Background: an optimization exercise with open tools, aiming at small area, a short achievable clock period and few clock cycles per item. Do not read the settings as production practice.
Only simulation tests tie the RTL to the original design; equivalence was not proved.

==> job 1995: inputs <==
==> flow/design.v (excerpt) <==
module outlier_rejecting_moving_average_core (
	input  logic        clk,
	input  logic        arst_n,
	input  logic        in_valid,
	output logic        in_ready,
	input  logic [11:0] in_sample,
	output logic        out_valid,
	input  logic        out_ready,
	output logic [11:0] out_filtered,
	output logic        out_held
);
make LEC_CHECK=0 CAP_MARGIN=20 CORE_MARGIN=2 CORE_UTILIZATION=60 GPL_TIMING_DRIVEN=1 SETUP_SLACK_MARGIN=4.0 SLEW_MARGIN=20 finish   # period 8.0 ns
run.sh (not shown) runs the stock make flow with config.mk's settings and CLKGATE_MAP_FILE= SYNTH_SCRIPT=/design/flow/synth_recipe.tcl, a recipe that flattens the netlist after the stock synthesis.
==> job 1450 (differences from job 1995) <==
==> flow/design.v (replaced) <==
`timescale 1ns / 1ps
`default_nettype none
package orma_pkg;
	localparam int WINDOW      = 10;
	localparam int SAMPLE_BITS = 12;
endpackage
`default_nettype wire
`timescale 1ns / 1ps
`default_nettype none
module outlier_rejecting_moving_average_core (
	input  logic        clk,
	input  logic        arst_n,
	input  logic        in_valid,
	output logic        in_ready,
	input  logic [11:0] in_sample,
	output logic        out_valid,
	input  logic        out_ready,
	output logic [11:0] out_filtered,
	output logic        out_held
);
	localparam int WIN = 10;
	logic adv;
	assign adv      = !out_valid || out_ready;
	assign in_ready = adv;
	logic [8:0] v;
	always_ff @(posedge clk or negedge arst_n) begin
		if (!arst_n) begin
			v <= '0;
		end else if (adv) begin
			v <= {v[7:0], in_valid};
		end
	end
	logic [11:0]    h_q [WIN];
	logic [WIN-1:0] hv_q;
	logic [11:0] s0_q, s1_q, s2_q, old_q, old_d;
	always_comb begin
		logic [11:0] o;
		logic        ov;
		case ({v[2], v[1], v[0]})
			3'b000:                 begin o = h_q[0]; ov = hv_q[0]; end
			3'b001, 3'b010, 3'b100: begin o = h_q[1]; ov = hv_q[1]; end
			3'b011, 3'b101, 3'b110: begin o = h_q[2]; ov = hv_q[2]; end
			default:                begin o = h_q[3]; ov = hv_q[3]; end
		endcase
		if (v[2]) begin
			case ({v[1], v[0]})
				2'b00:          begin o = h_q[1]; ov = hv_q[1]; end
				2'b01, 2'b10:   begin o = h_q[2]; ov = hv_q[2]; end
				default:        begin o = h_q[3]; ov = hv_q[3]; end
			endcase
		end
		old_d = ov ? o : 12'd0;
	end
	logic [15:0] sum_q;
	always_ff @(posedge clk or negedge arst_n) begin
		if (!arst_n) begin
			sum_q <= '0;
			hv_q  <= '0;
		end else if (adv) begin
			if (v[0]) begin
				sum_q <= sum_q + {4'd0, s0_q} - {4'd0, old_q};
			end
			if (v[2]) begin
				hv_q <= {1'b1, hv_q[WIN-1:1]};
			end
		end
	end
	function automatic logic [4:0] div10_step(input logic [3:0] r, input logic b);
		case ({r, b})
			5'd0: div10_step = {1'b0, 4'd0};
			5'd1: div10_step = {1'b0, 4'd1};
			5'd2: div10_step = {1'b0, 4'd2};
			5'd3: div10_step = {1'b0, 4'd3};
			5'd4: div10_step = {1'b0, 4'd4};
			5'd5: div10_step = {1'b0, 4'd5};
			5'd6: div10_step = {1'b0, 4'd6};
			5'd7: div10_step = {1'b0, 4'd7};
			5'd8: div10_step = {1'b0, 4'd8};
			5'd9: div10_step = {1'b0, 4'd9};
			5'd10: div10_step = {1'b1, 4'd0};
			5'd11: div10_step = {1'b1, 4'd1};
			5'd12: div10_step = {1'b1, 4'd2};
			5'd13: div10_step = {1'b1, 4'd3};
			5'd14: div10_step = {1'b1, 4'd4};
			5'd15: div10_step = {1'b1, 4'd5};
			5'd16: div10_step = {1'b1, 4'd6};
			5'd17: div10_step = {1'b1, 4'd7};
			5'd18: div10_step = {1'b1, 4'd8};
			5'd19: div10_step = {1'b1, 4'd9};
			default: div10_step = 5'bx;
		endcase
	endfunction
	logic [11:0] a_d, a_q;
	logic [8:0]  ad_d, ad_q;
	logic        nz_d, nz_q;
	always_comb begin
		logic [3:0] r;
		logic [4:0] st;
		r = sum_q[15:12];
		for (int k = 11; k >= 0; k--) begin
			st = div10_step(r, sum_q[k]);
			a_d[k] = st[4];
			r = st[3:0];
		end
		r = {1'b0, a_d[11:9]};
		for (int k = 8; k >= 0; k--) begin
			st = div10_step(r, a_d[k]);
			ad_d[k] = st[4];
			r = st[3:0];
		end
		nz_d = (r != 4'd0);
	end
	logic [12:0] u;
	logic [11:0] l;
	assign u = {1'b0, a_q} + {4'd0, ad_q};
	assign l = a_q - {3'd0, ad_q} - {11'd0, nz_q};
	function automatic logic lt13(input logic [12:0] a, input logic [12:0] b);
		logic c;
		c = 1'b0;
		for (int i = 0; i < 13; i++) begin
			c = b[i] ? (~a[i] | c) : (~a[i] & c);
		end
		lt13 = c;
	endfunction
	function automatic logic in_band(input logic [11:0] x, input logic [12:0] ub,
			input logic [11:0] lb);
		in_band = lt13({1'b0, x}, ub) && lt13({1'b0, lb}, {1'b0, x});
	endfunction
	logic [WIN-1:0] f_d, f_q;
	always_comb begin
		for (int i = 0; i < WIN - 1; i++) begin
			f_d[i] = hv_q[i+1] && in_band(h_q[i+1], u, l);
		end
		f_d[WIN-1] = in_band(s2_q, u, l);
	end
	function automatic logic [31:0] csa(input logic [15:0] a, input logic [15:0] b,
			input logic [15:0] c);
		logic [15:0] s, k;
		s = a ^ b ^ c;
		k = (a & b) | (a & c) | (b & c);
		csa = {k[14:0], 1'b0, s};
	endfunction
	logic [15:0] ps_d, pc_d, ps_q, pc_q;
	logic [3:0]  c_d, c4_q;
	always_comb begin
		logic [15:0] m [WIN];
		logic [31:0] a1, a2, a3, b1, b2, c1, d1, e1;
		for (int i = 0; i < WIN; i++) begin
			m[i] = f_q[i] ? {4'd0, h_q[i]} : 16'd0;
		end
		a1 = csa(m[0], m[1], m[2]);
		a2 = csa(m[3], m[4], m[5]);
		a3 = csa(m[6], m[7], m[8]);
		b1 = csa(a1[15:0], a1[31:16], a2[15:0]);
		b2 = csa(a2[31:16], a3[15:0], a3[31:16]);
		c1 = csa(b1[15:0], b1[31:16], b2[15:0]);
		d1 = csa(c1[15:0], c1[31:16], b2[31:16]);
		e1 = csa(d1[15:0], d1[31:16], m[9]);
		ps_d = e1[15:0];
		pc_d = e1[31:16];
		c_d = '0;
		for (int i = 0; i < WIN; i++) begin
			c_d = c_d + 4'(f_q[i]);
		end
	end
	function automatic logic [15:0] divn(input logic [15:0] rd, input logic [3:0] c,
			input int n);
		logic [3:0]  r;
		logic [11:0] d;
		logic [5:0]  t;
		r = rd[15:12];
		d = rd[11:0];
		for (int k = 0; k < n; k++) begin
			t = {1'b0, r, d[11]} - {2'b0, c};
			if (!t[5]) begin
				r = t[3:0];
				d = {d[10:0], 1'b1};
			end else begin
				r = {r[2:0], d[11]};
				d = {d[10:0], 1'b0};
			end
		end
		divn = {r, d};
	endfunction
	logic [15:0] t_d;
	logic [15:0] q5_d, q6_d, q7_d, q8_d, q9_d;
	logic [15:0] x5_q, x6_q, x7_q, x8_q;
	logic [3:0]  c5_q, c6_q, c7_q, c8_q;
	assign t_d  = ps_q + pc_q;
	assign q5_d = divn(t_d, c4_q, 1);
	assign q6_d = divn(x5_q, c5_q, 3);
	assign q7_d = divn(x6_q, c6_q, 3);
	assign q8_d = divn(x7_q, c7_q, 3);
	assign q9_d = divn(x8_q, c8_q, 2);
	always_ff @(posedge clk) begin
		if (adv) begin
			s0_q  <= in_sample;
			old_q <= old_d;
			s1_q  <= s0_q;
			s2_q  <= s1_q;
			a_q   <= a_d;
			ad_q  <= ad_d;
			nz_q  <= nz_d;
			f_q   <= f_d;
			ps_q  <= ps_d;
			pc_q  <= pc_d;
			c4_q  <= c_d;
			x5_q  <= q5_d;
			c5_q  <= c4_q;
			x6_q  <= q6_d;
			c6_q  <= c5_q;
			x7_q  <= q7_d;
			c7_q  <= c6_q;
			x8_q  <= q8_d;
			c8_q  <= c7_q;
		end
	end
	always_ff @(posedge clk) begin
		if (adv && v[2]) begin
			for (int i = 0; i < WIN - 1; i++) begin
				h_q[i] <= h_q[i+1];
			end
			h_q[WIN-1] <= s2_q;
		end
	end
	always_ff @(posedge clk or negedge arst_n) begin
		if (!arst_n) begin
			out_valid    <= 1'b0;
			out_filtered <= '0;
			out_held     <= 1'b0;
		end else if (adv) begin
			out_valid <= v[8];
			if (v[8]) begin
				out_held <= (c8_q == 4'd0);
				if (c8_q != 4'd0) begin
					out_filtered <= q9_d[11:0];
				end
			end
		end
	end
endmodule
`default_nettype wire
--- a/flow/config.mk
+++ b/flow/config.mk
@@ -5,9 +5,7 @@
 export SDC_FILE = /design/flow/constraint.sdc
 export NUM_CORES = 4
 export LEC_CHECK = 0
 export CAP_MARGIN = 20
 export CORE_MARGIN = 2
 export CORE_UTILIZATION = 60
-export GPL_TIMING_DRIVEN = 1
-export SETUP_SLACK_MARGIN = 4.0
 export SLEW_MARGIN = 20
==> job 7500 (differences from job 1995) <==
--- a/flow/design.v
+++ b/flow/design.v
@@ -16,60 +16,50 @@
 	output logic        out_valid,
 	input  logic        out_ready,
 	output logic [11:0] out_filtered,
 	output logic        out_held
 );
 	localparam int WIN = 10;
-	localparam int NV  = 12;
-	logic en_q;
+	localparam int NV  = 13;
+	logic en_q, rdy_q;
 	logic adv;
 	assign adv      = en_q;
-	assign in_ready = en_q;
+	assign in_ready = rdy_q;
 	logic [NV-1:0] v;
 	always_ff @(posedge clk or negedge arst_n) begin
 		if (!arst_n) begin
 			v <= '0;
 		end else if (adv) begin
 			v <= {v[NV-2:0], in_valid};
 		end
 	end
 	logic [11:0]    h_q [WIN];
 	logic [WIN-1:0] hv_q;
-	logic [11:0] s0_q, s1_q, s2_q, s3_q, old_q, old_d;
+	logic [11:0] s0_q, s1_q, s2_q, s3_q, s4_q, old_q, old_d;
 	always_comb begin
-		logic [11:0] o;
-		logic        ov;
-		case ({v[3], v[2], v[1], v[0]})
-			4'b0000: begin
-				o = h_q[0]; ov = hv_q[0];
-			end
-			4'b0001, 4'b0010, 4'b0100, 4'b1000: begin
-				o = h_q[1]; ov = hv_q[1];
-			end
-			4'b0011, 4'b0101, 4'b0110, 4'b1001, 4'b1010, 4'b1100: begin
-				o = h_q[2]; ov = hv_q[2];
-			end
-			4'b1111: begin
-				o = h_q[4]; ov = hv_q[4];
-			end
-			default: begin
-				o = h_q[3]; ov = hv_q[3];
-			end
+		logic [2:0] n;
+		n = 3'(v[0]) + 3'(v[1]) + 3'(v[2]) + 3'(v[3]) + 3'(v[4]);
+		case (n)
+			3'd0:    old_d = hv_q[0] ? h_q[0] : 12'd0;
+			3'd1:    old_d = hv_q[1] ? h_q[1] : 12'd0;
+			3'd2:    old_d = hv_q[2] ? h_q[2] : 12'd0;
+			3'd3:    old_d = hv_q[3] ? h_q[3] : 12'd0;
+			3'd4:    old_d = hv_q[4] ? h_q[4] : 12'd0;
+			default: old_d = hv_q[5] ? h_q[5] : 12'd0;
 		endcase
-		old_d = ov ? o : 12'd0;
 	end
 	logic [15:0] sum_q;
 	always_ff @(posedge clk or negedge arst_n) begin
 		if (!arst_n) begin
 			sum_q <= '0;
 			hv_q  <= '0;
 		end else if (adv) begin
 			if (v[0]) begin
 				sum_q <= sum_q + {4'd0, s0_q} - {4'd0, old_q};
 			end
-			if (v[3]) begin
+			if (v[4]) begin
 				hv_q <= {1'b1, hv_q[WIN-1:1]};
 			end
 		end
 	end
 	function automatic logic [4:0] div10_step(input logic [3:0] r, input logic b);
 		case ({r, b})
@@ -128,16 +118,14 @@
 			st = div10_step(r, a_d[k]);
 			ad_d[k] = st[4];
 			r = st[3:0];
 		end
 		nz_d = (r != 4'd0);
 	end
-	logic [12:0] u;
-	logic [11:0] l;
-	assign u = {1'b0, a_q} + {4'd0, ad_q};
-	assign l = a_q - {3'd0, ad_q} - {11'd0, nz_q};
+	logic [12:0] u_q;
+	logic [11:0] l_q;
 	function automatic logic [1:0] cmp4(input logic [3:0] a, input logic [3:0] b);
 		logic lt, gt;
 		lt = 1'b0;
 		gt = 1'b0;
 		for (int i = 0; i < 4; i++) begin
 			lt = (~a[i] & b[i]) | (~(a[i] & ~b[i]) & lt);
@@ -162,25 +150,25 @@
 			input logic [11:0] lb);
 		in_band = lt16({4'd0, x}, {3'd0, ub}) && lt16({4'd0, lb}, {4'd0, x});
 	endfunction
 	logic [WIN-1:0] f_d, f_q;
 	always_comb begin
 		for (int i = 0; i < WIN - 1; i++) begin
-			f_d[i] = hv_q[i+1] && in_band(h_q[i+1], u, l);
+			f_d[i] = hv_q[i+1] && in_band(h_q[i+1], u_q, l_q);
 		end
-		f_d[WIN-1] = in_band(s3_q, u, l);
+		f_d[WIN-1] = in_band(s4_q, u_q, l_q);
 	end
 	function automatic logic [31:0] csa(input logic [15:0] a, input logic [15:0] b,
 			input logic [15:0] c);
 		logic [15:0] s, k;
 		s = a ^ b ^ c;
 		k = (a & b) | (a & c) | (b & c);
 		csa = {k[14:0], 1'b0, s};
 	endfunction
 	logic [15:0] ps_d, pc_d, ps_q, pc_q;
-	logic [3:0]  c_d, c5_q;
+	logic [3:0]  c_d, c6_q;
 	always_comb begin
 		logic [15:0] m [WIN];
 		logic [31:0] a1, a2, a3, b1, b2, c1, d1, e1;
 		for (int i = 0; i < WIN; i++) begin
 			m[i] = f_q[i] ? {4'd0, h_q[i]} : 16'd0;
 		end
@@ -215,63 +203,66 @@
 				d = {d[10:0], 1'b0};
 			end
 		end
 		div2 = {r, d};
 	endfunction
 	logic [15:0] t_q;
-	logic [3:0]  c6_q;
-	logic [15:0] x_q [7:11];
-	logic [3:0]  cx_q [7:11];
+	logic [3:0]  c7_q;
+	logic [15:0] x_q [8:12];
+	logic [3:0]  cx_q [8:12];
 	logic [15:0] q_last;
-	assign q_last = div2(x_q[11], cx_q[11]);
+	assign q_last = div2(x_q[12], cx_q[12]);
 	always_ff @(posedge clk) begin
 		if (adv) begin
 			s0_q  <= in_sample;
 			old_q <= old_d;
 			s1_q  <= s0_q;
 			s2_q  <= s1_q;
 			s3_q  <= s2_q;
+			s4_q  <= s3_q;
 			ahi_q <= ahi_d;
 			ar_q  <= ar_d;
 			slo_q <= sum_q[5:0];
 			a_q   <= a_d;
 			ad_q  <= ad_d;
 			nz_q  <= nz_d;
+			u_q   <= {1'b0, a_q} + {4'd0, ad_q};
+			l_q   <= a_q - {3'd0, ad_q} - {11'd0, nz_q};
 			f_q   <= f_d;
 			ps_q  <= ps_d;
 			pc_q  <= pc_d;
-			c5_q  <= c_d;
+			c6_q  <= c_d;
 			t_q   <= ps_q + pc_q;
-			c6_q  <= c5_q;
-			x_q[7]  <= div2(t_q, c6_q);
-			cx_q[7] <= c6_q;
-			for (int k = 8; k <= 11; k++) begin
+			c7_q  <= c6_q;
+			x_q[8]  <= div2(t_q, c7_q);
+			cx_q[8] <= c7_q;
+			for (int k = 9; k <= 12; k++) begin
 				x_q[k]  <= div2(x_q[k-1], cx_q[k-1]);
 				cx_q[k] <= cx_q[k-1];
 			end
 		end
 	end
 	always_ff @(posedge clk) begin
-		if (adv && v[3]) begin
+		if (adv && v[4]) begin
 			for (int i = 0; i < WIN - 1; i++) begin
 				h_q[i] <= h_q[i+1];
 			end
-			h_q[WIN-1] <= s3_q;
+			h_q[WIN-1] <= s4_q;
 		end
 	end
 	logic        sv_q;
 	logic [11:0] sf_q;
 	logic        sh_q;
 	logic [11:0] lastm;
 	logic        res_h;
 	logic [11:0] res_f;
 	logic        inc;
 	logic        take;
 	logic        sv_d;
 	assign lastm = sv_q ? sf_q : out_filtered;
-	assign res_h = (cx_q[11] == 4'd0);
+	assign res_h = (cx_q[12] == 4'd0);
 	assign res_f = res_h ? lastm : q_last[11:0];
 	assign inc   = adv && v[NV-1];
 	assign take  = out_valid && out_ready;
 	always_comb begin
 		sv_d = sv_q;
 		if (!out_valid || take) begin
@@ -286,15 +277,17 @@
 		if (!arst_n) begin
 			out_valid    <= 1'b0;
 			out_filtered <= '0;
 			out_held     <= 1'b0;
 			sv_q         <= 1'b0;
 			en_q         <= 1'b1;
+			rdy_q        <= 1'b1;
 		end else begin
 			sv_q <= sv_d;
 			en_q <= !sv_d;
+			rdy_q <= !sv_d;
 			if (!out_valid || take) begin
 				if (sv_q) begin
 					out_valid    <= 1'b1;
 					out_filtered <= sf_q;
 					out_held     <= sh_q;
 				end else if (inc) begin
--- a/flow/config.mk
+++ b/flow/config.mk
@@ -6,8 +6,8 @@
 export NUM_CORES = 4
 export LEC_CHECK = 0
 export CAP_MARGIN = 20
 export CORE_MARGIN = 2
 export CORE_UTILIZATION = 60
 export GPL_TIMING_DRIVEN = 1
-export SETUP_SLACK_MARGIN = 4.0
+export SETUP_SLACK_MARGIN = 4.4
 export SLEW_MARGIN = 20
==> job 9957 (differences from job 1995) <==
--- a/flow/config.mk
+++ b/flow/config.mk
@@ -4,10 +4,10 @@
 export VERILOG_FILES = /design/flow/design.v
 export SDC_FILE = /design/flow/constraint.sdc
 export NUM_CORES = 4
 export LEC_CHECK = 0
 export CAP_MARGIN = 20
 export CORE_MARGIN = 2
-export CORE_UTILIZATION = 60
+export CORE_UTILIZATION = 70
 export GPL_TIMING_DRIVEN = 1
-export SETUP_SLACK_MARGIN = 4.0
+export SETUP_SLACK_MARGIN = 4.6
 export SLEW_MARGIN = 20
==> run notes <==
Run status: job 7500 no timing/DRC/antenna violations; job 9957 no timing/DRC/antenna violations; job 1450 no timing/DRC/antenna violations; job 1995 no timing/DRC/antenna violations
Endpoint arrival time on the critical path: job 7500 3.97 ns; job 9957 4.40 ns; job 1450 6.20 ns; job 1995 4.42 ns
Share of the yosys chip area belonging to registers: job 7500 50.0%; job 9957 47.9%; job 1450 43.1%; job 1995 47.9%
Tap cells: job 7500 615; job 9957 518; job 1450 532; job 1995 600
Launching element of the worst setup path: job 7500 f_q[3]$_DFFE_PP_; job 9957 ad_q[0]$_SDFFCE_PP1P_; job 1450 sum_q[12]$_DFFE_PN0P_; job 1995 a_q[0]$_DFFE_PP_
Critical R2R Capture: job 7500 ps_q[10]$_DFFE_PP_; job 9957 f_q[1]$_DFFE_PP_; job 1450 nz_q$_DFFE_PN_; job 1995 f_q[9]$_DFFE_PP_
Core Rows: job 7500 80; job 9957 72; job 1450 74; job 1995 78
Final weighted congestion in routability-driven placement: job 7500 0.937; job 9957 0.921; job 1450 0.872; job 1995 0.892
Drt wl/cell: job 7500 21.9 um; job 9957 21.7 um; job 1450 19.9 um; job 1995 20.7 um
Post-synthesis mux area share: job 7500 2.50%; job 9957 2.66%; job 1450 2.01%; job 1995 2.66%
Testbench counts of job 1995, summed over its fixed seeds: cycles 8,104, items 8,000.
Testbench counts of job 1450, summed over its fixed seeds: cycles 8,080, items 8,000.
Testbench counts of job 7500, summed over its fixed seeds: cycles 8,112, items 8,000.
Testbench counts of job 9957, summed over its fixed seeds: cycles 8,104, items 8,000.

what the ideal ports hide:
No port has a modelled driver above. Below, the same layouts with a new extraction and two added sets of constraints. Step 1, drivers: a clkbuf_16 drives clk and a buf_2 each remaining input, both assumed. Step 2 also shifts input and output timing later by t, the mid clock arrival at the registers, as if the neighbouring blocks saw the same clock. Slacks: ideal / step 1 / step 2; pairs: ideal / step 1.
run | t, ns | slack for setup (ns) | worst hold slack (ns) | worst data-port slew with drivers (ns)
job 1995 | 0.652 | 3.930 / 3.930 / 3.930 | 0.403 / 0.403 / 0.403 | 0.03
job 1450 | 0.610 | 2.106 / 2.106 / 2.106 | 0.418 / 0.418 / 0.418 | 0.05
job 7500 | 0.662 | 4.362 / 4.362 / 4.362 | 0.407 / 0.407 / 0.407 | 0.05
job 9957 | 0.647 | 3.941 / 3.941 / 3.941 | 0.414 / 0.414 / 0.414 | 0.04
After both steps setup and hold are still met in every run listed.
